Source: an optimization exercise on an open RTL-to-GDS flow (aim: small area). Production flows keep margins and buffers that such runs may drop. Only simulation tests tie the RTL to the original design; equivalence was not proved. Power figures rest on the tool's default switching activity, not on a simulated workload. The flow treats the clock pin as an ideal source, which a real chip does not have.

==> design/flow/design.v <==
`timescale 1ns/1ns
`default_nettype none
module uart_rx (
	input  logic       i_clock,
	input  logic       i_rst_n,
	input  logic       i_rx,
	output logic [7:0] o_byte,
	output logic       o_valid
);
	localparam logic [1:0] RX_IDLE = 2'd0, RX_START = 2'd1, RX_DATA = 2'd2, RX_STOP = 2'd3;
	logic [1:0] state;
	logic       rx_meta;
	logic       rx_sync;
	logic [2:0] clk_cnt;
	logic [2:0] bit_idx;
	logic [7:0] shift;
	always_ff @(posedge i_clock) begin
		if (!i_rst_n) begin
			rx_meta <= 1'b1;
			rx_sync <= 1'b1;
		end else begin
			rx_meta <= i_rx;
			rx_sync <= rx_meta;
		end
	end
	always_ff @(posedge i_clock) begin
		if (!i_rst_n) begin
			state   <= RX_IDLE;	 
			o_valid <= 1'b0;
		end else begin
			o_valid <= 1'b0;
			case (state)
			RX_IDLE: begin
				clk_cnt <= '0;
				if (!rx_sync) state <= RX_START;
			end
			RX_START: begin
				if (clk_cnt == 3'd3) begin
					clk_cnt <= '0;
					bit_idx <= '0;
					state   <= rx_sync ? RX_IDLE : RX_DATA;
				end else begin
					clk_cnt <= clk_cnt + 1'b1;
				end
			end
			RX_DATA: begin
				if (clk_cnt == 3'd7) begin
					clk_cnt <= '0;
					shift   <= {rx_sync, shift[7:1]};
					bit_idx <= bit_idx + 1'b1;
					if (bit_idx == 3'd7) state <= RX_STOP;
				end else begin
					clk_cnt <= clk_cnt + 1'b1;
				end
			end
			default: begin
				if (clk_cnt == 3'd7) begin
					o_valid <= rx_sync;
					state   <= RX_IDLE;
				end else begin
					clk_cnt <= clk_cnt + 1'b1;
				end
			end
			endcase
		end
	end
	assign o_byte = shift;
endmodule
`default_nettype wire
`timescale 1ns/1ns
`default_nettype none
module dbg_top (
	input  logic       i_clock,
	input  logic       i_rst_n,
	input  logic       i_rx,
	output logic       o_tx,
	output logic [2:0] o_state
);
	localparam logic [2:0] IDLE = 3'd0, LOAD_BYTES = 3'd1, RUNNING = 3'd2,
	                       STEPPING = 3'd3, DUMP_SEND = 3'd4, DUMP_WAIT = 3'd5;
	logic [7:0] rx_byte;
	logic       rx_valid;
	uart_rx u_uart_rx (
		.i_clock (i_clock),
		.i_rst_n (i_rst_n),
		.i_rx    (i_rx),
		.o_byte  (rx_byte),
		.o_valid (rx_valid)
	);
	logic [2:0] state;
	logic [1:0] byte_cnt;
	logic [5:0] u;	 
	logic       tx_busy;
	logic       halted;
	assign o_state = state;
	wire tx_accept = (state == DUMP_WAIT) && !tx_busy;
	always_ff @(posedge i_clock) begin
		if (!i_rst_n) begin
			state    <= IDLE;
			byte_cnt <= '0;
			u        <= 6'd63;
		end else begin
			case (state)
			IDLE: begin
				if (rx_valid) begin
					case (rx_byte)
					8'h4c:   state <= LOAD_BYTES;
					8'h52:   state <= RUNNING;
					8'h53:   state <= STEPPING;
					default: state <= IDLE;
					endcase
				end
			end
			LOAD_BYTES: begin
				if (rx_valid) begin
					byte_cnt <= byte_cnt + 1'b1;
					if (byte_cnt == 2'd3) state <= IDLE;
				end
			end
			RUNNING:   if (halted) state <= DUMP_SEND;
			STEPPING:  state <= DUMP_SEND;
			DUMP_SEND: state <= DUMP_WAIT;
			DUMP_WAIT: begin
				if (!tx_busy) begin
					u     <= (u == 6'd63) ? 6'd29 : u + 1'b1;
					state <= (u == 6'd62) ? IDLE : DUMP_SEND;
				end
			end
			default: state <= IDLE;
			endcase
		end
	end
	logic [21:0] wbuf;	 
	logic        fetch;	 
	logic [63:0][21:0] mem;	 
	logic        pend;	 
	logic        rst_seen;
	logic [5:0]  la;
	logic [5:0]  rot;
	wire  [5:0]  nrot = rot + 6'd55;
	wire         mem_wr = pend && (nrot == la);
	wire         ld_byte = (state == LOAD_BYTES) && rx_valid;
	wire  [5:0]  op      = rx_byte[7:2];
	wire         is_addi = (op == 6'd8);
	wire         is_add  = (op == 6'd0) && (wbuf[5:0] == 6'd32);
	always_ff @(posedge i_clock) begin
		if (ld_byte) begin
			case (byte_cnt)
			2'd0: wbuf[7:0]  <= rx_byte;
			2'd1: wbuf[15:8] <= rx_byte;
			2'd2: begin
				wbuf[21:19] <= rx_byte[7:5];
				wbuf[18:16] <= rx_byte[2:0];
			end
			default: begin
				wbuf[15]    <= (is_addi && wbuf[18:16] != 3'd0) ? wbuf[15] : (op == 6'd63);
				wbuf[18:16] <= is_addi ? wbuf[18:16] : 3'd0;
				wbuf[2:0]   <= is_add ? wbuf[18:16] : wbuf[2:0];
				wbuf[13:11] <= (is_add || (is_addi && wbuf[18:16] != 3'd0)) ? wbuf[13:11] : 3'd0;
			end
			endcase
		end else if (fetch) begin
			wbuf <= mem[0];
		end
	end
	always_ff @(posedge i_clock) begin
		if (mem_wr) begin
			pend     <= 1'b0;
			rst_seen <= 1'b0;
			la       <= (!i_rst_n || rst_seen) ? 6'd0 : la + 1'b1;
		end else if (!i_rst_n) begin
			rst_seen <= pend;
			if (!pend) la <= 6'd0;
		end else if (ld_byte && byte_cnt == 2'd3) begin
			pend <= 1'b1;
		end
	end
	always_ff @(posedge i_clock) begin
		rot <= nrot;
		for (int i = 0; i < 63; i++) mem[i] <= mem[i+1];
		mem[63] <= mem[0];
		if (mem_wr) mem[0] <= wbuf;
	end
	logic [15:0] count;
	wire  [5:0]  pc = count[5:0];	 
	logic [5:0]  rp;	 
	logic [6:0]  hd;	 
	wire [5:0] hdist  = rot - pc;
	wire [21:0] hword = (pend && rot == la) ? wbuf : mem[0];	 
	wire        h_head = (hword[18:16] == 3'd0) && (hword[13:11] == 3'd0) && hword[15];
	wire exec    = ((state == RUNNING) || (state == STEPPING)) && !halted;
	assign fetch = ((rp != pc) || exec) && (rot == rp) && !(tx_busy && u == 6'd63);
	always_ff @(posedge i_clock) begin
		if (!i_rst_n) begin
			count   <= '0;
			halted  <= 1'b0;
			rp      <= '0;
			hd      <= 7'd64;
		end else begin
			if (ld_byte && byte_cnt == 2'd3)
				hd <= 7'd64;	 
			else if (exec)
				hd <= hd[6] ? hd : hd - 1'b1;
			else if (h_head && (hd[6] || hdist < hd[5:0]))
				hd <= {1'b0, hdist};
			if (exec) begin
				count <= count + 1'b1;
				if (hd == 7'd0) halted <= 1'b1;
			end
			if (fetch) rp <= rp + 1'b1;
		end
	end
	wire  [1:0]  ph = {rot[1] ^ rot[0], rot[0]};	 
	logic        act;	 
	logic        exe;	 
	logic        carry;
	logic [1:0]  zc;
	logic [7:1][3:0][7:0] regs;	 
	wire start = act && (ph == 2'd0);
	wire proc  = start || exe;
	wire zero  = !i_rst_n || (zc != 2'd0);
	always_ff @(posedge i_clock) begin
		if (!i_rst_n) begin
			act <= 1'b0;
			exe <= 1'b0;
			zc  <= 2'd3;
		end else begin
			if (fetch)      act <= 1'b1;
			else if (start) act <= 1'b0;
			if (start)            exe <= 1'b1;
			else if (ph == 2'd3)  exe <= 1'b0;
			if (zc != 2'd0) zc <= zc - 1'b1;
		end
	end
	logic [7:0] head [8];
	always_comb begin
		head[0] = 8'd0;
		for (int r = 1; r < 8; r++) head[r] = regs[r][0];
	end
	wire [2:0] rs_i   = wbuf[21:19];
	wire [2:0] t_i    = wbuf[18:16];
	wire [2:0] dest   = (t_i != 3'd0) ? t_i : wbuf[13:11];
	wire       add_i  = (t_i == 3'd0);
	wire [7:0] imm_b  = (ph == 2'd0) ? wbuf[7:0] : (ph == 2'd1) ? wbuf[15:8] : {8{wbuf[15]}};
	wire       dumpr  = tx_busy && u[5] && (u[4:2] != 3'd0);	 
	wire [7:0] opa    = head[dumpr ? u[4:2] : rs_i];
	wire [7:0] opb    = add_i ? head[wbuf[2:0]] : imm_b;
	wire [8:0] sum    = {1'b0, opa} + {1'b0, opb} + {8'd0, (ph != 2'd0) && carry};
	wire [7:0] wdat = zero ? 8'd0 : sum[7:0];
	always_ff @(posedge i_clock) begin
		carry <= sum[8];
		for (int r = 1; r < 8; r++) begin
			regs[r][0] <= regs[r][1];
			regs[r][1] <= regs[r][2];
			regs[r][2] <= regs[r][3];
			regs[r][3] <= (zero || (proc && dest == 3'(r))) ? wdat : regs[r][0];
		end
	end
	logic [2:0] tx_clk;
	logic [3:0] tx_bit;
	logic       nb;	 
	logic [7:0] src;
	always_comb begin
		if (!u[5]) begin
			case (u[1:0])
			2'd1:    src = {2'b00, pc};
			2'd2:    src = count[7:0];
			default: src = count[15:8];
			endcase
		end else begin
			src = dumpr ? opa : 8'd0;
		end
	end
	always_ff @(posedge i_clock) begin
		if (!u[5] || ph == u[1:0]) nb <= src[tx_bit[2:0]];
	end
	always_ff @(posedge i_clock) begin
		if (!i_rst_n) begin
			tx_busy <= 1'b0;
			o_tx    <= 1'b1;
		end else if (!tx_busy) begin
			if (tx_accept) begin
				tx_busy <= 1'b1;
				o_tx    <= 1'b0;
				tx_clk  <= '0;
				tx_bit  <= '0;
			end
		end else if (tx_clk == 3'd7) begin
			tx_clk <= '0;
			if (tx_bit == 4'd9) begin
				tx_busy <= 1'b0;
			end else begin
				o_tx   <= (tx_bit == 4'd8) ? 1'b1 : nb;
				tx_bit <= tx_bit + 1'b1;
			end
		end else begin
			tx_clk <= tx_clk + 1'b1;
		end
	end
endmodule
`default_nettype wire
==> design/flow/flow/run.sh <==
#!/bin/bash
# Standard layout, with clock tree synthesis told not to add dummy loads.
set -euo pipefail
CTS="-sink_clustering_enable -repair_clock_nets -dont_use_dummy_load"
CTS="$CTS -buf_list sky130_fd_sc_hd__clkbuf_16 -sink_clustering_size 38 -sink_clustering_max_diameter 60"
bash standard.sh finish "CTS_ARGS=$CTS" > make_finish.log 2>&1
==> design/flow/standard.sh <==
#!/bin/bash
# synth_recipe.tcl (not shown) runs the flow's synth.tcl, then flattens the netlist and writes it again
# the make line also repeats each setting of config.mk as NAME=value (left out here)
make -C /OpenROAD-flow-scripts/flow DESIGN_CONFIG=/design/flow/config.mk WORK_HOME=/design/flow/orfs CLKGATE_MAP_FILE= SYNTH_SCRIPT=/design/flow/synth_recipe.tcl "${@:-finish}"
==> design/flow/config.mk <==
export PLATFORM = sky130hd
export DESIGN_NAME = dbg_top
export DESIGN_NICKNAME = dbg_top
export VERILOG_FILES = /design/flow/design.v
export SDC_FILE = /design/flow/constraint.sdc
export NUM_CORES = 4
export LEC_CHECK = 0
export CAP_MARGIN = 20
export CORE_MARGIN = 2
export CORE_UTILIZATION = 60
export SLEW_MARGIN = 20
==> design/flow/constraint.sdc <==
create_clock -name core_clock -period 10.0 [get_ports {i_clock}]
set_input_delay 2.0000 -clock core_clock [delete_from_list [all_inputs] [get_ports {i_clock}]]
set_output_delay 2.0000 -clock core_clock [all_outputs]
set_load 0.01 [all_outputs]
==> impl_metrics.env, run 1 <==
export IMPL_final_core_util_pct=64.71
export IMPL_synth_cell_types=75
export IMPL_grt_overflow=0
export IMPL_post_cts_setup_buffer_count=0
export IMPL_clk_pin_slew_worst_paths_ns=0.12
export IMPL_start_kind="flop"
export IMPL_vias=17520
export IMPL_post_cts_resized=0
export IMPL_max_cap_viol_count=0
export IMPL_netlist_area_um2=41530
export IMPL_setup_viol=0
export IMPL_timing_slew_headroom_pct=24.29
export IMPL_power_density_nw_per_um2=240.6
export IMPL_worst_ep_required_time_ns=10.49
export IMPL_gp_congestion=0.8467
export IMPL_final_nets=2767
export IMPL_clock_sinks=1743
export IMPL_syn_avg_cell_area_um2=15.46
export IMPL_final_area_um2=44380
export IMPL_core_area_um2=68590
export IMPL_p_switching_mw=2.206
export IMPL_start_util_pct=60.55
export IMPL_drt_vias_per_instance=4.808
export IMPL_fp_row_count=96
export IMPL_clk_path_buf_depth=3
export IMPL_fin_cells=3644
export IMPL_swShare_pct=20.65
export IMPL_total_power_mw=10.68
export IMPL_arrival_ns=5.09
export IMPL_rsz0062_at_grt="no"
export IMPL_cp_slowest_cell="dfxtp_1"
export IMPL_die_w_um=267.1
export IMPL_power_share_combinational_pct=3.8
export IMPL_fill_cells=4836
export IMPL_critPathKind="flop to flop"
export IMPL_drtIter0Drc=1093
export IMPL_grt_max_degree=39
export IMPL_yosysTopAreaCell="dfxtp_1"
export IMPL_synth_edf_count=50
export IMPL_grt_pass1_wl_um=97190
export IMPL_hold_path_class="flop to flop"
export IMPL_crit_path_end_kind="flop"
export IMPL_area_growth_syn_to_layout_pct=6.876
export IMPL_totalWireLength_um=60700
export IMPL_path_max_fanout=20
export IMPL_synth_ff_type="dfxtp_1"
export IMPL_holdWs_ns=0.2555
export IMPL_finalSetupTns_ns=0
export IMPL_antenna_left=0
export IMPL_syn_nets=2739
export IMPL_final_hold_viol_count=0
export IMPL_numCtsBuffers=71
export IMPL_synthDominantCellAreaShare_pct=81.61
export IMPL_drive_above_1_share_pct=6.379
export IMPL_setup_slack_ns=5.397
export IMPL_cp_top_family="compound AO/OA/AOI/OAI gates"
export IMPL_tightestPinTransition_ns=1.127
export IMPL_vdd_drop_max_uv=185.8
export IMPL_p_seq_share_pct=66.7
export IMPL_critPathBufInv=1
export IMPL_hpwl_um=37320
export IMPL_fmax_ghz=0.2173
export IMPL_fin_skew_ns=0.09490
export IMPL_track_usage_pct=17.43
export IMPL_cts_tree="done"
export IMPL_synth_async_reset_ratio_pct=0
export IMPL_io_pin_count=7
export IMPL_p_leak_nw=17.52
export IMPL_crit_chain="nand3_1 -> o22ai_1 -> a221oi_1 -> a21oi_1 -> o221ai_2 -> inv_1 -> ha_1 -> nor2b_1 -> o21ai_0 -> a21boi_0 -> o21ai_0 -> nand2b_1 -> xnor2_1 -> nor2_1 -> mux2_2"
export IMPL_htreeDepth=3
export IMPL_cp_common_cell="o21ai_0"
export IMPL_p_clk_share_pct=29.5
export IMPL_post_dp_cell_area_um2=42580
export IMPL_intPower_mw=8.474
export IMPL_pre_cts_ws_ns=5.295
export IMPL_ys_warn_count=3
export IMPL_run_status="timing/DRC/antenna clean"
export IMPL_min_period_ns=4.603
export IMPL_grt_pass1_vias=17300
export IMPL_drc=0
export IMPL_synthCells=2686
export IMPL_final_min_period_over_clock_period_pct=46.03
export IMPL_synth_seq_area_share_pct=85.23
export IMPL_drv_slew=0
export IMPL_clk_latency_ns=0.64
export IMPL_io_buffers=6
export IMPL_place_inst=3571
export IMPL_synth_area_leaders="dfxtp_1 (82%), edfxtp_1 (3.6%), mux2_2 (1.6%)"
export IMPL_cp_slowest_stage_delay_ns=0.75
export IMPL_wl_per_cell_um=16.66
export IMPL_antenna_found_initial=0
export IMPL_holdBufCountCts=0
export IMPL_first_pass_iters=5
export IMPL_ys_ff_latch=1743
export IMPL_die_area_um2=71330
export IMPL_cts_root_buffer="clkbuf_16"
export IMPL_die_y_um=267.1
## logic make-up after synthesis
logic type	synth area share, %
AOI/OAI and AO/OA	3.820
xor gates and xnor gates	1.305
adders and majority gates	1.561
buffers and inverters	1.006
DFF	85.23
muxes	2.603
and+or+nand+nor	4.474
## cells in the final DEF (no fill, tap or decap), types with 7 or more instances in the layout
cell type,Yosys,layout
and2_1,7,7
xor2_1,37,37
o21ai_0,49,48
mux2i_1,27,27
o211ai_1,9,9
a211oi_1,17,17
a221oi_1,10,10
clkbuf_16,0,71
o31ai_1,10,10
nand2_1,132,132
mux2_2,58,58
nor2_1,97,97
or2_2,7,7
nand4_1,16,16
nor2b_1,14,14
buf_4,1,11
inv_1,41,41
a21oi_1,87,87
xnor2_1,23,23
edfxtp_1,50,50
a21o_1,10,10
nor3_1,16,16
mux4_2,7,7
nand2b_1,16,16
nand3_1,29,29
or3_1,16,16
dfxtp_1,1693,1693
ha_1,47,47
## synthesized netlist by cell type (5+ instances only)
master and count:
o21ai_0 49, ha_1 47, nor3_1 16, a221oi_1 10
mux4_2 7, nand3b_1 5, and3b_1 5, buf_2 10
mux2_2 58, nor4_1 6, mux2i_1 27, or2_2 7
dfxtp_1 1693, nand2_1 132, nand3_1 29, xnor2_1 23
nand4_1 16, a21oi_1 87, and3_1 5, inv_1 41
edfxtp_1 50, a22oi_1 5, and2_1 7, xor2_1 37
a21o_1 10, nor2_2 6, o211ai_1 9, a211oi_1 17
nand2b_1 16, nor2b_1 14, clkbuf_1 48, o31ai_1 10
or3_1 16, nor2_1 97
## power by group through the flow
stage	clock [mW]	combinational, mW	sequential, mW
finish	3.15	0.405	7.13
global route	3.48	0.444	7.13
CTS	3.25	0.403	7.12
detailed placement	0	0.400	7.28
global placement	0	0.398	7.28
floorplan	0	0.298	7.23
## final timing paths
check                          from                 to  slack, ns  cells past startpoint
hold reg to reg    regs[31]$_DFF_P_   regs[23]$_DFF_P_       0.26                      0
setup / recovery  u[2]$_SDFFE_PN1P_  regs[189]$_DFF_P_       5.40                     15
setup reg to reg  u[2]$_SDFFE_PN1P_  regs[189]$_DFF_P_       5.40                     15
hold / removal     regs[31]$_DFF_P_   regs[23]$_DFF_P_       0.26                      0
## registers in the layout, summed over array words and instances (netlist names), 3 cells and up
register	cells
rot	6
tx_clk	3
u	6
u_uart_rx.clk_cnt	3
u_uart_rx.shift	8
mem	1408
state	3
u_uart_rx.bit_idx	3
wbuf	22
regs	224
hd	7
rp	6
count	16
tx_bit	4
la	6
## area by class of cell
class / count / area, um^2 / area share, %
Multi-Input combinational cell: 838 / 5717 / 12.88
Inverter: 42 / 157.7 / 0.3552
Timing Repair Buffer: 18 / 170.2 / 0.3834
Clock buffer: 71 / 1777 / 4.003
Tap cell: 931 / 1165 / 2.625
Sequential cell: 1743 / 35390 / 79.75
Antenna cell: 1 / 2.502 / 0.005638
## metal layers
layer / GRT usage [%] / vias up / routed length [um]
met4: 5.360 / 0 / 1320
li1: - / 8789 / -
met3: 2.896 / 98 / 2726
met1: 26.85 / 8329 / 31600
met2: 25.26 / 305 / 25060
met5: 0 / - / 0
==> run 2, diff against run 1 <==
==> design/flow/flow/run.sh (replaced) <==
#!/bin/bash
# Standard layout, with clock tree synthesis told not to add dummy loads.
set -euo pipefail
CTS="-sink_clustering_enable -repair_clock_nets -dont_use_dummy_load"
CTS="$CTS -buf_list sky130_fd_sc_hd__clkbuf_16 -sink_clustering_size 36 -sink_clustering_max_diameter 50"
bash standard.sh finish "CTS_ARGS=$CTS" > make_finish.log 2>&1
==> impl_metrics.env, run 2 <==
export IMPL_synth_top_family_by_area="simple AND/OR/NAND/NOR gates"
export IMPL_fill_cells=4712
export IMPL_antenna_left=0
export IMPL_synth_xor_xnor_area_share_pct=1.305
export IMPL_start_util_pct=60.55
export IMPL_synthCells=2686
export IMPL_grt_pass1_vias=17880
export IMPL_intPower_mw=9.022
export IMPL_mostFrequentLayoutCell="dfxtp_1"
export IMPL_wl_per_cell_um=17.00
export IMPL_drt_vias_per_instance=4.834
export IMPL_area_growth_syn_to_layout_pct=8.864
export IMPL_critPathBufInv=1
export IMPL_drive_above_1_share_pct=7.505
export IMPL_synth_edf_count=50
export IMPL_track_usage_pct=18.07
export IMPL_crit_path_end_kind="flop"
export IMPL_cp_slowest_cell="dfxtp_1"
export IMPL_synth_common_cells="dfxtp_1 (1693), nand2_1 (132), nor2_1 (97)"
export IMPL_synth_most_common_cell="dfxtp_1"
export IMPL_fmax_ghz=0.2164
export IMPL_clock_sinks=1743
export IMPL_min_period_ns=4.621
export IMPL_synth_area_leaders="dfxtp_1 (82%), edfxtp_1 (3.6%), mux2_2 (1.6%)"
export IMPL_cts_root_buffer="clkbuf_16"
export IMPL_start_kind="flop"
export IMPL_drtIter0Drc=1051
export IMPL_p_clk_share_pct=33.6
export IMPL_reg_largest_list="mem: 1408 flops, regs: 224 flops, wbuf: 22 flops"
export IMPL_wl_met3_um=2429
export IMPL_cts_tree="done"
export IMPL_synth_simple_gate_area_share_pct=4.474
export IMPL_synth_async_reset_ratio_pct=0
export IMPL_io_buffers=6
export IMPL_numCtsBuffers=104
export IMPL_tightestPinTransition_ns=1.125
export IMPL_grt_overflow=0
export IMPL_crit_cells=15
export IMPL_fp_row_count=96
export IMPL_htreeDepth=3
export IMPL_run_status="timing/DRC/antenna clean"
export IMPL_synth_seq_area_share_pct=85.23
export IMPL_holdBufCountCts=0
export IMPL_final_min_period_over_clock_period_pct=46.21
export IMPL_gp_congestion=0.8467
export IMPL_post_cts_setup_buffer_count=0
export IMPL_r2r_slack_ns=5.38
export IMPL_wl_met1_um=31880
export IMPL_io_pin_count=7
export IMPL_syn_avg_cell_area_um2=15.46
export IMPL_clk_path_buf_depth=3
export IMPL_arrival_ns=5.10
export IMPL_final_hold_viol_count=0
export IMPL_vias=17770
export IMPL_ys_ff_latch=1743
export IMPL_synth_compound_area_share_pct=3.820
export IMPL_synth_ff_type="dfxtp_1"
export IMPL_p_seq_share_pct=62.8
export IMPL_first_pass_iters=5
export IMPL_rsz0062_at_grt="no"
export IMPL_grt_max_degree=38
export IMPL_power_density_nw_per_um2=250.9
export IMPL_worst_ep_required_time_ns=10.48
export IMPL_largest_register_ff_count=1408
export IMPL_drv_slew=0
export IMPL_totalWireLength_um=62520
export IMPL_p_switching_mw=2.321
export IMPL_top_register="mem"
export IMPL_grt_pass1_wl_um=100300
export IMPL_final_cell_mix="dfxtp_1 (1693), nand2_1 (132), clkbuf_16 (104)"
export IMPL_finalSetupTns_ns=0
export IMPL_hpwl_um=37320
export IMPL_critPathKind="flop to flop"
export IMPL_synthDominantCellAreaShare_pct=81.61
export IMPL_post_cts_resized=0
export IMPL_p_leak_nw=17.93
export IMPL_ys_warn_count=3
export IMPL_die_area_um2=71330
export IMPL_cp_top_family="compound AO/OA/AOI/OAI gates"
export IMPL_clk_pin_slew_worst_paths_ns=0.06
export IMPL_muxShareOfSynthArea_pct=2.603
export IMPL_final_nets=2800
export IMPL_antenna_found_initial=1
export IMPL_die_y_um=267.1
export IMPL_power_share_combinational_pct=3.6
export IMPL_clk_latency_ns=0.69
export IMPL_total_power_mw=11.34
export IMPL_synth_cell_types=75
export IMPL_drc=0
export IMPL_timing_slew_headroom_pct=24.43
export IMPL_dr_max_layer_used="met4"
export IMPL_hold_path_class="flop to flop"
export IMPL_setup_viol=0
export IMPL_min_path_cells=0
export IMPL_cp_slowest_stage_delay_ns=0.74
export IMPL_die_w_um=267.1
export IMPL_worst_r2r_path_depth=15
export IMPL_netlist_area_um2=41530
export IMPL_max_cap_viol_count=0
export IMPL_met2WireLength_um=26610
export IMPL_vdd_drop_max_uv=216.4
export IMPL_cp_common_cell="o21ai_0"
export IMPL_synthAdderAreaFrac_pct=1.561
export IMPL_crit_chain="nand3_1 -> o22ai_1 -> a221oi_1 -> a21oi_1 -> o221ai_2 -> inv_1 -> ha_1 -> nor2b_1 -> o21ai_0 -> a21boi_0 -> o21ai_0 -> nand2b_1 -> xnor2_1 -> nor2_1 -> mux2_2"
export IMPL_swShare_pct=20.46
export IMPL_fin_skew_ns=0.1317
export IMPL_path_max_fanout=20
export IMPL_syn_nets=2739
export IMPL_core_area_um2=68590
export IMPL_yosysTopAreaCell="dfxtp_1"
-- run 2: cell families (layout without fill, tap and decap cells) --
family / count (synthesis) / after routing
flops: 1743 / 1743
compound gates: 246 / 246
mux: 92 / 92
simple gates: 389 / 389
fa+ha+maj: 50 / 50
other cells: 0 / 1
xor+xnor: 61 / 61
buf+inv: 105 / 164
-- run 2: routing by layer --
metal / vias to the layer above / global-route usage (%)
met4: 0 / 5.497
li1: 8857 / -
met3: 111 / 3.328
met2: 314 / 26.67
met5: - / 0
met1: 8491 / 27.25
-- run 2: worst reg2reg max path: cells and delay by family (launching register included) --
family	cells	cell delay (ns)
flops	1	0.74
simple gates	4	0.69
xor+xnor	1	0.40
fa+ha+maj	1	0.22
mux	1	0.29
compound gates	7	2.06
buf+inv	1	0.10
-- run 2: stage by stage --
step / instances / hold WS [ns] / util, % / worst slack, ns / area [um^2]
3_3_place_gp: 3571 / 0.3096 / 62.07 / 5.352 / 42570
6_report: 3677 / 0.2520 / 65.92 / 5.379 / 45210
3_5_place_dp: 3571 / 0.3121 / 62.08 / 5.295 / 42580
4_1_cts: 3675 / 0.2529 / 65.87 / 5.405 / 45180
5_1_grt: 3676 / 0.2552 / 65.91 / 4.953 / 45210
2_1_floorplan: 2686 / 0.3096 / - / 6.388 / 41530
-- run 2: worst paths after layout --
kind                     startpoint                to
hold reg to reg    regs[63]$_DFF_P_  regs[55]$_DFF_P_
setup reg to reg  u[2]$_SDFFE_PN1P_  regs[29]$_DFF_P_
setup / recovery  u[2]$_SDFFE_PN1P_  regs[29]$_DFF_P_
hold / removal     regs[63]$_DFF_P_  regs[55]$_DFF_P_
-- run 2: layout make-up --
type / instances / area (um^2) / share of cell area (%)
Multi-Input combinational cell: 838 / 5717 / 12.65
Antenna cell: 1 / 2.502 / 0.005535
Clock buffer: 104 / 2603 / 5.757
Sequential cell: 1743 / 35390 / 78.29
Inverter: 42 / 157.7 / 0.3487
Tap cell: 931 / 1165 / 2.577
Timing Repair Buffer: 18 / 170.2 / 0.3764
-- run 2: power groups by stage --
stage / clock [mW] / combinational, mW / sequential, mW
after global routing: 4.18 / 0.444 / 7.13
after floorplan: 0 / 0.298 / 7.23
final: 3.81 / 0.406 / 7.12
after detailed placement: 0 / 0.400 / 7.28
after CTS: 3.93 / 0.403 / 7.12
after global placement: 0 / 0.398 / 7.28
==> run 3, diff against run 2 <==
==> design/flow/flow/run.sh (replaced) <==
#!/bin/bash
# Standard layout, with clock tree synthesis told not to add dummy loads.
set -euo pipefail
CTS="-sink_clustering_enable -repair_clock_nets -dont_use_dummy_load"
CTS="$CTS -buf_list sky130_fd_sc_hd__clkbuf_16 -sink_clustering_size 32 -sink_clustering_max_diameter 150"
bash standard.sh finish "CTS_ARGS=$CTS" > make_finish.log 2>&1
==> impl_metrics.env, run 3 <==
export IMPL_start_kind="flop"
export IMPL_synth_async_reset_ratio_pct=0
export IMPL_top_register="mem"
export IMPL_cts_root_buffer="clkbuf_16"
export IMPL_mostFrequentLayoutCell="dfxtp_1"
export IMPL_synth_edf_count=50
export IMPL_track_usage_pct=17.26
export IMPL_met2WireLength_um=25310
export IMPL_vias=17520
export IMPL_synth_most_common_cell="dfxtp_1"
export IMPL_hold_path_class="flop to flop"
export IMPL_antenna_found_initial=0
export IMPL_syn_nets=2739
export IMPL_final_min_period_over_clock_period_pct=46.81
export IMPL_die_area_um2=71330
export IMPL_place_inst=3571
export IMPL_wl_met3_um=2426
export IMPL_hpwl_um=37320
export IMPL_synth_ff_type="dfxtp_1"
export IMPL_io_buffers=6
export IMPL_arrival_ns=5.19
export IMPL_clock_sinks=1743
export IMPL_grt_pass1_wl_um=96660
export IMPL_drv_slew=0
export IMPL_synthDominantCellAreaShare_pct=81.61
export IMPL_crit_path_end_kind="flop"
export IMPL_final_hold_viol_count=0
export IMPL_wl_per_cell_um=16.65
export IMPL_holdBufCountCts=0
export IMPL_ys_ff_latch=1743
export IMPL_worst_ep_required_time_ns=10.51
export IMPL_total_power_mw=10.43
export IMPL_final_core_util_pct=64.27
export IMPL_yosysTopAreaCell="dfxtp_1"
export IMPL_critPathKind="flop to flop"
export IMPL_min_period_ns=4.681
export IMPL_antenna_left=0
export IMPL_fp_row_count=96
export IMPL_grt_overflow=0
export IMPL_die_y_um=267.1
export IMPL_dr_max_layer_used="met4"
export IMPL_setup_slack_ns=5.319
export IMPL_final_area_um2=44080
export IMPL_clk_path_buf_depth=3
export IMPL_start_util_pct=60.55
export IMPL_grt_max_degree=38
export IMPL_post_cts_resized=0
export IMPL_tightestPinTransition_ns=1.118
export IMPL_synthCells=2686
export IMPL_area_growth_syn_to_layout_pct=6.146
export IMPL_holdWs_ns=0.2696
export IMPL_netlist_area_um2=41530
export IMPL_totalWireLength_um=60460
export IMPL_clk_latency_ns=0.68
export IMPL_post_cts_setup_buffer_count=0
export IMPL_drc=0
export IMPL_power_density_nw_per_um2=236.5
export IMPL_wl_met1_um=31510
export IMPL_fmax_ghz=0.2136
export IMPL_cts_tree="done"
export IMPL_ys_warn_count=3
export IMPL_die_w_um=267.1
export IMPL_largest_register_ff_count=1408
export IMPL_synth_seq_area_share_pct=85.23
export IMPL_gp_congestion=0.8467
export IMPL_pre_cts_ws_ns=5.295
export IMPL_p_leak_nw=17.38
export IMPL_final_nets=2755
export IMPL_finalSetupTns_ns=0
export IMPL_htreeDepth=2
export IMPL_drive_above_1_share_pct=5.963
export IMPL_max_cap_viol_count=0
export IMPL_drt_vias_per_instance=4.822
export IMPL_final_cell_mix="dfxtp_1 (1693), nand2_1 (132), nor2_1 (97)"
export IMPL_vdd_drop_max_uv=191.2
export IMPL_rsz0062_at_grt="no"
export IMPL_core_area_um2=68590
export IMPL_path_max_fanout=20
export IMPL_reg_largest_list="mem: 1408 flops, regs: 224 flops, wbuf: 22 flops"
export IMPL_fill_cells=4868
export IMPL_first_pass_iters=5
export IMPL_numCtsBuffers=60
export IMPL_synth_area_leaders="dfxtp_1 (82%), edfxtp_1 (3.6%), mux2_2 (1.6%)"
export IMPL_drtIter0Drc=1079
export IMPL_run_status="timing/DRC/antenna clean"
export IMPL_fin_cells=3632
export IMPL_clk_pin_slew_worst_paths_ns=0.12
export IMPL_io_pin_count=7
export IMPL_synth_common_cells="dfxtp_1 (1693), nand2_1 (132), nor2_1 (97)"
export IMPL_setup_viol=0
export IMPL_timing_slew_headroom_pct=24.90
export IMPL_post_dp_cell_area_um2=42580
export IMPL_fin_skew_ns=0.07703
export IMPL_synth_cell_types=75
export IMPL_grt_pass1_vias=17220
export IMPL_syn_avg_cell_area_um2=15.46
[run 3: path summary, 6_finish.rpt]
check	slack, ns	start	to	cells after the start
hold / removal	0.27	mem[1317]$_DFF_P_	mem[1295]$_DFF_P_	0
hold reg to reg	0.27	mem[1317]$_DFF_P_	mem[1295]$_DFF_P_	0
setup reg to reg	5.32	u[2]$_SDFFE_PN1P_	regs[29]$_DFF_P_	15
setup / recovery	5.32	u[2]$_SDFFE_PN1P_	regs[29]$_DFF_P_	15
[run 3: report_power, final]
| group | leakage (nW) | internal (mW) | total [mW] | switching [mW] |
|---|---|---|---|---|
| Combinational | 2.53 | 0.140 | 0.403 | 0.263 |
| Clock | 0.739 | 1.08 | 2.90 | 1.82 |
| Sequential | 14.1 | 7.05 | 7.12 | 0.0747 |
| Total | 17.4 | 8.27 | 10.4 | 2.16 |
[run 3: worst max-delay path, stage by stage, from the launching register on]
cell	delay (ns)
dfxtp_1	0.77
nand3_1	0.27
o22ai_1	0.69
a221oi_1	0.24
a21oi_1	0.20
o221ai_2	0.19
inv_1	0.10
ha_1	0.22
nor2b_1	0.13
o21ai_0	0.31
a21boi_0	0.19
o21ai_0	0.31
nand2b_1	0.11
xnor2_1	0.37
nor2_1	0.16
mux2_2	0.29
[run 3: final cells by class]
class                           count  area, um^2  area share, %
Sequential cell                  1743       35390          80.30
Clock buffer                       60        1501          3.406
Multi-Input combinational cell    838        5717          12.97
Antenna cell                        1       2.502       0.005677
Tap cell                          931        1165          2.643
Inverter                           42       157.7         0.3576
Timing Repair Buffer               17       142.6         0.3236
[run 3: cell families after synthesis]
kind of cell	Yosys count	share of synthesized area, %
xor gates and xnor gates	61	1.305
and+or+nand+nor	389	4.474
AOI/OAI and AO/OA	246	3.820
adders and majority gates	50	1.561
buffers and inverters	105	1.006
muxes	92	2.603
DFF	1743	85.23
[run 3: metal layers]
metal / global-route usage [%] / up-vias
met5: 0 / -
met4: 4.403 / 0
met3: 2.648 / 79
met2: 25.42 / 277
met1: 26.78 / 8403
li1: - / 8756
==> run 4, diff against run 3 <==
==> design/flow/flow/run.sh (replaced) <==
#!/bin/bash
# Standard layout, with clock tree synthesis told not to add dummy loads.
set -euo pipefail
CTS="-sink_clustering_enable -repair_clock_nets -dont_use_dummy_load"
CTS="$CTS -buf_list sky130_fd_sc_hd__clkbuf_16 -sink_clustering_size 32 -sink_clustering_max_diameter 90"
bash standard.sh finish "CTS_ARGS=$CTS" > make_finish.log 2>&1
--- a/design/flow/config.mk
+++ b/design/flow/config.mk
@@ -5,6 +5,7 @@
 export SDC_FILE = /design/flow/constraint.sdc
 export NUM_CORES = 4
 export LEC_CHECK = 0
+export ABC_AREA = 1
 export CAP_MARGIN = 20
 export CORE_MARGIN = 2
 export CORE_UTILIZATION = 60
==> impl_metrics.env, run 4 <==
export IMPL_run_status="timing/DRC/antenna clean"
export IMPL_synth_async_reset_ratio_pct=0
export IMPL_reg2reg_from="u[5]$_SDFFE_PN1P_"
export IMPL_start_kind="flop"
export IMPL_synthCells=2943
export IMPL_final_min_period_over_clock_period_pct=43.95
export IMPL_synth_seq_area_share_pct=85.37
export IMPL_p_leak_nw=17.70
export IMPL_final_hold_viol_count=0
export IMPL_ys_ff_latch=1743
export IMPL_syn_nets=2996
export IMPL_synth_common_cells="dfxtp_1 (1693), nand2_1 (321), inv_1 (205)"
export IMPL_syn_avg_cell_area_um2=14.09
export IMPL_post_cts_resized=0
export IMPL_min_from="mem[1406]$_DFF_P_"
export IMPL_clock_sinks=1743
export IMPL_largest_register_ff_count=1408
export IMPL_antenna_found_initial=0
export IMPL_track_usage_pct=17.50
export IMPL_synth_area_leaders="dfxtp_1 (82%), edfxtp_1 (3.6%), nand2_1 (2.9%)"
export IMPL_wl_per_cell_um=15.81
export IMPL_cp_common_cell="nor2_1"
export IMPL_grt_pass1_wl_um=97460
export IMPL_netlist_area_um2=41460
export IMPL_drtIter0Drc=1472
export IMPL_synth_edf_count=50
export IMPL_die_area_um2=71220
export IMPL_crit_chain="nand2_4 -> inv_4 -> nand2_8 -> o21ai_4 -> nand3_1 -> o21ai_1 -> nor2_1 -> nand2_1 -> inv_1 -> fa_1 -> fa_1 -> o31ai_1 -> and2_1 -> nor2_1 -> nor2_1 -> nor2_1 -> nor2_1 -> nor2_1 -> nand2_1 -> o21ai_0"
export IMPL_cp_top_family="simple AND/OR/NAND/NOR gates"
export IMPL_critPathBufInv=2
export IMPL_min_path_cells=0
export IMPL_timing_slew_headroom_pct=29.59
export IMPL_mostFrequentLayoutCell="dfxtp_1"
export IMPL_post_cts_setup_buffer_count=0
export IMPL_io_pin_count=7
export IMPL_worst_ep_required_time_ns=10.37
export IMPL_fmax_ghz=0.2275
export IMPL_n_antenna_cell=0
export IMPL_max_cap_viol_count=0
export IMPL_totalWireLength_um=61310
export IMPL_clk_path_buf_depth=3
export IMPL_cts_root_buffer="clkbuf_16"
export IMPL_area_growth_syn_to_layout_pct=6.688
export IMPL_cp_slowest_stage_delay_ns=0.56
export IMPL_post_dp_cell_area_um2=42560
export IMPL_drc=0
export IMPL_hold_path_class="flop to flop"
export IMPL_hpwl_um=39510
export IMPL_drive_above_1_share_pct=3.804
export IMPL_top_register="mem"
export IMPL_final_area_um2=44230
export IMPL_antenna_left=0
export IMPL_grt_pass1_vias=18190
export IMPL_yosysTopAreaCell="dfxtp_1"
export IMPL_synthDominantCellAreaShare_pct=81.75
export IMPL_rsz0062_at_grt="no"
export IMPL_numCtsBuffers=67
export IMPL_setup_viol=0
export IMPL_path_max_fanout=21
export IMPL_grt_max_degree=42
export IMPL_pre_cts_ws_ns=5.440
export IMPL_fp_row_count=96
export IMPL_drt_vias_per_instance=4.773
export IMPL_setup_slack_ns=5.605
export IMPL_cp_slowest_cell="dfxtp_1"
export IMPL_fin_skew_ns=0.1008
export IMPL_clk_pin_slew_worst_paths_ns=0.11
export IMPL_reg_largest_list="mem: 1408 flops, regs: 224 flops, wbuf: 22 flops"
export IMPL_die_y_um=266.9
export IMPL_tightestPinTransition_ns=1.045
export IMPL_vdd_drop_max_uv=235.5
export IMPL_min_period_ns=4.395
export IMPL_arrival_ns=4.77
export IMPL_synth_ff_type="dfxtp_1"
export IMPL_min_to="mem[1384]$_DFF_P_"
export IMPL_core_area_um2=68470
export IMPL_cts_tree="done"
export IMPL_holdBufCountCts=0
export IMPL_die_w_um=266.9
export IMPL_total_power_mw=10.66
export IMPL_synth_cell_types=56
export IMPL_r2r_end="regs[190]$_DFF_P_"
export IMPL_worst_r2r_path_depth=20
export IMPL_fill_cells=4995
export IMPL_ys_warn_count=3
export IMPL_crit_path_end_kind="flop"
export IMPL_final_nets=3052
export IMPL_vias=18510
export IMPL_first_pass_iters=5
export IMPL_clk_latency_ns=0.63
export IMPL_final_cell_mix="dfxtp_1 (1693), nand2_1 (321), inv_1 (205)"
export IMPL_htreeDepth=3
export IMPL_r2r_slack_ns=5.61
export IMPL_grt_overflow=0
export IMPL_start_util_pct=60.56
export IMPL_critPathKind="flop to flop"
export IMPL_io_buffers=6
export IMPL_synth_most_common_cell="dfxtp_1"
export IMPL_finalSetupTns_ns=0
export IMPL_gp_congestion=0.8995
export IMPL_power_density_nw_per_um2=240.9
export IMPL_drv_slew=0
==> run 4: cell types whose count changed in the layout (fill, tap and decap cells not counted), moves of 14 or more <==
cell	change
nand3_1	+17
mux2i_1	-27
inv_1	+164
nand2_1	+189
nor2b_1	-14
mux2_2	-58
nor2_1	+23
or3_1	-16
nand2b_1	-16
xor2_1	-18
xnor2_1	-15
nor3_1	+23
o22ai_1	+14
o21ai_0	+88
==> run 4: how the worst max path moves through the flow <==
stage	startpoint	end	slack, ns	cells past startpoint
finish	u[5]$_SDFFE_PN1P_	regs[190]$_DFF_P_	5.61	20
global route	u[5]$_SDFFE_PN1P_	regs[190]$_DFF_P_	5.17	20
CTS	u[5]$_SDFFE_PN1P_	regs[190]$_DFF_P_	5.62	20
detailed placement	i_rst_n	regs[219]$_DFF_P_	5.44	7
global placement	i_rst_n	regs[153]$_DFF_P_	5.54	7
floorplan	i_rst_n	u_uart_rx.shift[0]$_DFFE_PP_	6.29	4
==> run 4: kinds of logic (layout without fill, tap and decap cells) <==
group | count (synthesis) | count (layout) | share of synthesized area (%)
AO/OA/AOI/OAI | 285 | 285 | 3.848
XOR/XNOR | 27 | 27 | 0.5704
adder cells (fa/ha/maj) | 50 | 50 | 1.563
buffers and inverters | 240 | 294 | 2.263
flip-flops | 1743 | 1743 | 85.37
AND/OR/NAND/NOR | 598 | 598 | 6.386
==> run 4: area by class of cell <==
class / instances / area (um^2) / share of cell area [%]
well taps: 882 / 1104 / 2.495
multi-input cells: 960 / 5132 / 11.60
inverters: 212 / 798.3 / 1.805
clock buffers: 67 / 1677 / 3.790
flip-flops and latches: 1743 / 35390 / 80.02
repair buffers: 15 / 127.6 / 0.2885
==> run 4: metal layers <==
metal  up-vias  track usage [%]  part of all wire (%)
li1       9367                -                     -
met1      8673            26.11                    51
met2       362            25.72                    42
met3       111            3.349                   4.6
met4         0            5.815                   2.9
met5         -                0                     0
==> run 4: power breakdown <==
| part | total (mW) | switching [mW] | internal, mW |
|---|---|---|---|
| Sequential | 7.18 | 0.0767 | 7.10 |
| Combinational | 0.433 | 0.321 | 0.112 |
| Clock | 3.05 | 1.83 | 1.21 |
| Total | 10.7 | 2.23 | 8.43 |
==> run 4: per-stage QoR <==
| stage | instances | util [%] | hold WS [ns] |
|---|---|---|---|
| floorplan | 2943 | - | 0.3096 |
| global placement | 3812 | 62.16 | 0.3095 |
| detailed placement | 3812 | 62.16 | 0.3121 |
| CTS | 3879 | 64.61 | 0.2412 |
| global route | 3879 | 64.61 | 0.2405 |
| finish | 3879 | 64.61 | 0.2428 |
==> run 5, diff against run 4 <==
--- a/design/flow/config.mk
+++ b/design/flow/config.mk
@@ -5,7 +5,6 @@
 export SDC_FILE = /design/flow/constraint.sdc
 export NUM_CORES = 4
 export LEC_CHECK = 0
-export ABC_AREA = 1
 export CAP_MARGIN = 20
 export CORE_MARGIN = 2
 export CORE_UTILIZATION = 60
==> impl_metrics.env, run 5 <==
export IMPL_cts_root_buffer="clkbuf_16"
export IMPL_intPower_mw=8.288
export IMPL_gp_congestion=0.8467
export IMPL_antenna_left=0
export IMPL_largest_register_ff_count=1408
export IMPL_fill_cells=4849
export IMPL_tightestPinTransition_ns=1.138
export IMPL_multi_input_area_um2=5717
export IMPL_r2r_slack_ns=5.41
export IMPL_core_area_um2=68590
export IMPL_track_usage_pct=17.32
export IMPL_synthDominantCellAreaShare_pct=81.61
export IMPL_io_buffers=6
export IMPL_fp_row_count=96
export IMPL_grt_pass1_wl_um=96990
export IMPL_path_max_fanout=20
export IMPL_post_cts_setup_buffer_count=0
export IMPL_drive_above_1_share_pct=6.033
export IMPL_mostFrequentLayoutCell="dfxtp_1"
export IMPL_vias=17540
export IMPL_first_pass_iters=5
export IMPL_synth_area_leaders="dfxtp_1 (82%), edfxtp_1 (3.6%), mux2_2 (1.6%)"
export IMPL_cp_slowest_cell="dfxtp_1"
export IMPL_run_status="timing/DRC/antenna clean"
export IMPL_synthCells=2686
export IMPL_synth_seq_area_share_pct=85.23
export IMPL_start_kind="flop"
export IMPL_cp_top_family="compound AO/OA/AOI/OAI gates"
export IMPL_netlist_area_um2=41530
export IMPL_synth_cell_types=75
export IMPL_ys_ff_latch=1743
export IMPL_hpwl_um=37320
export IMPL_rsz0062_at_grt="no"
export IMPL_power_density_nw_per_um2=236.9
export IMPL_grt_overflow=0
export IMPL_clk_pin_slew_worst_paths_ns=0.11
export IMPL_die_area_um2=71330
export IMPL_vdd_drop_max_uv=203.5
export IMPL_final_core_util_pct=64.34
export IMPL_clock_sinks=1743
export IMPL_p_switching_mw=2.166
export IMPL_synth_most_common_cell="dfxtp_1"
export IMPL_cp_common_cell="o21ai_0"
export IMPL_final_hold_viol_count=0
export IMPL_swShare_pct=20.72
export IMPL_synth_ff_type="dfxtp_1"
export IMPL_min_period_ns=4.585
export IMPL_p_seq_share_pct=68.1
export IMPL_start_util_pct=60.55
export IMPL_grt_max_degree=38
export IMPL_clk_latency_ns=0.67
export IMPL_max_cap_viol_count=0
export IMPL_synth_edf_count=50
export IMPL_die_w_um=267.1
export IMPL_final_cell_mix="dfxtp_1 (1693), nand2_1 (132), nor2_1 (97)"
export IMPL_cts_tree="done"
export IMPL_totalWireLength_um=60700
export IMPL_holdBufCountCts=0
export IMPL_setup_viol=0
export IMPL_numCtsBuffers=61
export IMPL_drc=0
export IMPL_syn_nets=2739
export IMPL_wl_per_cell_um=16.70
export IMPL_area_growth_syn_to_layout_pct=6.267
export IMPL_drt_vias_per_instance=4.827
export IMPL_post_cts_resized=0
export IMPL_critPathKind="flop to flop"
export IMPL_htreeDepth=2
export IMPL_arrival_ns=5.07
export IMPL_finalSetupTns_ns=0
export IMPL_power_share_combinational_pct=3.9
export IMPL_seq_area_um2=35390
export IMPL_clk_path_buf_depth=3
export IMPL_drv_slew=0
export IMPL_antenna_found_initial=0
export IMPL_holdWs_ns=0.2899
export IMPL_critPathBufInv=1
export IMPL_final_min_period_over_clock_period_pct=45.85
export IMPL_worst_ep_required_time_ns=10.49
export IMPL_p_leak_nw=17.40
export IMPL_ys_warn_count=3
export IMPL_crit_chain="nand3_1 -> o22ai_1 -> a221oi_1 -> a21oi_1 -> o221ai_2 -> inv_1 -> ha_1 -> nor2b_1 -> o21ai_0 -> a21boi_0 -> o21ai_0 -> nand2b_1 -> xnor2_1 -> nor2_1 -> mux2_2"
export IMPL_fmax_ghz=0.2181
export IMPL_crit_path_end_kind="flop"
export IMPL_fin_skew_ns=0.09712
export IMPL_final_nets=2757
export IMPL_yosysTopAreaCell="dfxtp_1"
export IMPL_syn_avg_cell_area_um2=15.46
export IMPL_top_register="mem"
export IMPL_synth_async_reset_ratio_pct=0
export IMPL_die_y_um=267.1
export IMPL_hold_path_class="flop to flop"
export IMPL_grt_pass1_vias=17280
export IMPL_cp_slowest_stage_delay_ns=0.73
export IMPL_drtIter0Drc=972
export IMPL_io_pin_count=7
export IMPL_reg_largest_list="mem: 1408 flops, regs: 224 flops, wbuf: 22 flops"
export IMPL_timing_slew_headroom_pct=23.55
export IMPL_p_clk_share_pct=28.0
export IMPL_synth_common_cells="dfxtp_1 (1693), nand2_1 (132), nor2_1 (97)"
==> run 5: area by class of cell <==
type	instances	area share, %
repair buffers	18	0.3799
multi-input cells	838	12.95
diodes	1	0.005671
clock buffers	61	3.459
flip-flops and latches	1743	80.20
inverters	42	0.3572
well taps	931	2.640
==> run 5: cell families after synthesis <==
group                    Yosys count  synth area share [%]
multiplexers                      92                 2.603
AND/OR/NAND/NOR                  389                 4.474
AO/OA/AOI/OAI                    246                 3.820
XOR/XNOR                          61                 1.305
adder cells (fa/ha/maj)           50                 1.561
flip-flops                      1743                 85.23
buffers and inverters            105                 1.006
==> run 5: routing by layer <==
layer / track usage (%) / vias up / share of wire, %
met4: 4.221 / 0 / 2.0
met3: 2.584 / 88 / 3.7
met5: 0 / - / 0
met1: 26.88 / 8399 / 52
li1: - / 8770 / -
met2: 25.65 / 285 / 42
==> run 5: worst paths after layout <==
kind / start / end / cells after the start
setup / recovery: u[2]$_SDFFE_PN1P_ / regs[189]$_DFF_P_ / 15
hold / removal: mem[1076]$_DFF_P_ / mem[1054]$_DFF_P_ / 0
setup reg to reg: u[2]$_SDFFE_PN1P_ / regs[189]$_DFF_P_ / 15
hold reg to reg: mem[1076]$_DFF_P_ / mem[1054]$_DFF_P_ / 0
==> run 5: worst reg2reg max path, stage by stage, from the launching register on <==
cell	delay, ns
dfxtp_1	0.73
nand3_1	0.26
o22ai_1	0.69
a221oi_1	0.25
a21oi_1	0.20
o221ai_2	0.19
inv_1	0.10
ha_1	0.22
nor2b_1	0.13
o21ai_0	0.29
a21boi_0	0.19
o21ai_0	0.29
nand2b_1	0.11
xnor2_1	0.38
nor2_1	0.16
mux2_2	0.29
==> run 5: power by group through the flow <==
stage | Clock, mW | Combinational [mW] | Sequential (mW)
detailed placement | 0 | 0.400 | 7.28
floorplan | 0 | 0.298 | 7.23
finish | 2.92 | 0.406 | 7.12
global placement | 0 | 0.398 | 7.28
global route | 3.24 | 0.444 | 7.13
CTS | 3.02 | 0.403 | 7.12
==> run 5: per-stage QoR <==
step | cells | area (um^2) | power (mW) | setup WS [ns]
after CTS | 3632 | 44100 | 10.54 | 5.415
after floorplan | 2686 | 41530 | 7.530 | 6.388
after detailed placement | 3571 | 42580 | 7.683 | 5.295
after global placement | 3571 | 42570 | 7.679 | 5.352
after global routing | 3633 | 44130 | 10.82 | 4.939
final | 3634 | 44130 | 10.45 | 5.415

## separate check: timing with driven ports
In the flow no input, the clock included, has a driving cell. The finished layouts below were timed again as built, in two steps. Step 1 (the two cells are an assumption about what drives the block):
set clk [get_ports {i_clock}]
set_driving_cell -lib_cell sky130_fd_sc_hd__clkbuf_16 $clk
set_driving_cell -lib_cell sky130_fd_sc_hd__buf_2 [delete_from_list [all_inputs] $clk]
Step 2 moves the port delays by t, midway between the first and last clock arrival at a register: inputs arrive t later, outputs are due t later. That takes back most of the time a late clock gives input paths. Slacks: ideal / step 1 / step 2; pairs: ideal / step 1.
run | t (ns) | setup WS [ns] | worst setup path at the end
run 1 | 0.656 | 5.397 / 5.397 / 5.397 | register to register
run 2 | 0.690 | 5.379 / 5.379 / 5.379 | register to register
run 3 | 0.707 | 5.319 / 5.319 / 5.273 | input to register
run 4 | 0.655 | 5.605 / 5.605 / 5.378 | input to register
run 5 | 0.686 | 5.415 / 5.415 / 5.415 | register to register
After both steps every run listed still meets setup and hold. For run 4, which loses most, drivers alone change the setup slack by 0.000 ns; drivers and shift together by -0.227 ns.
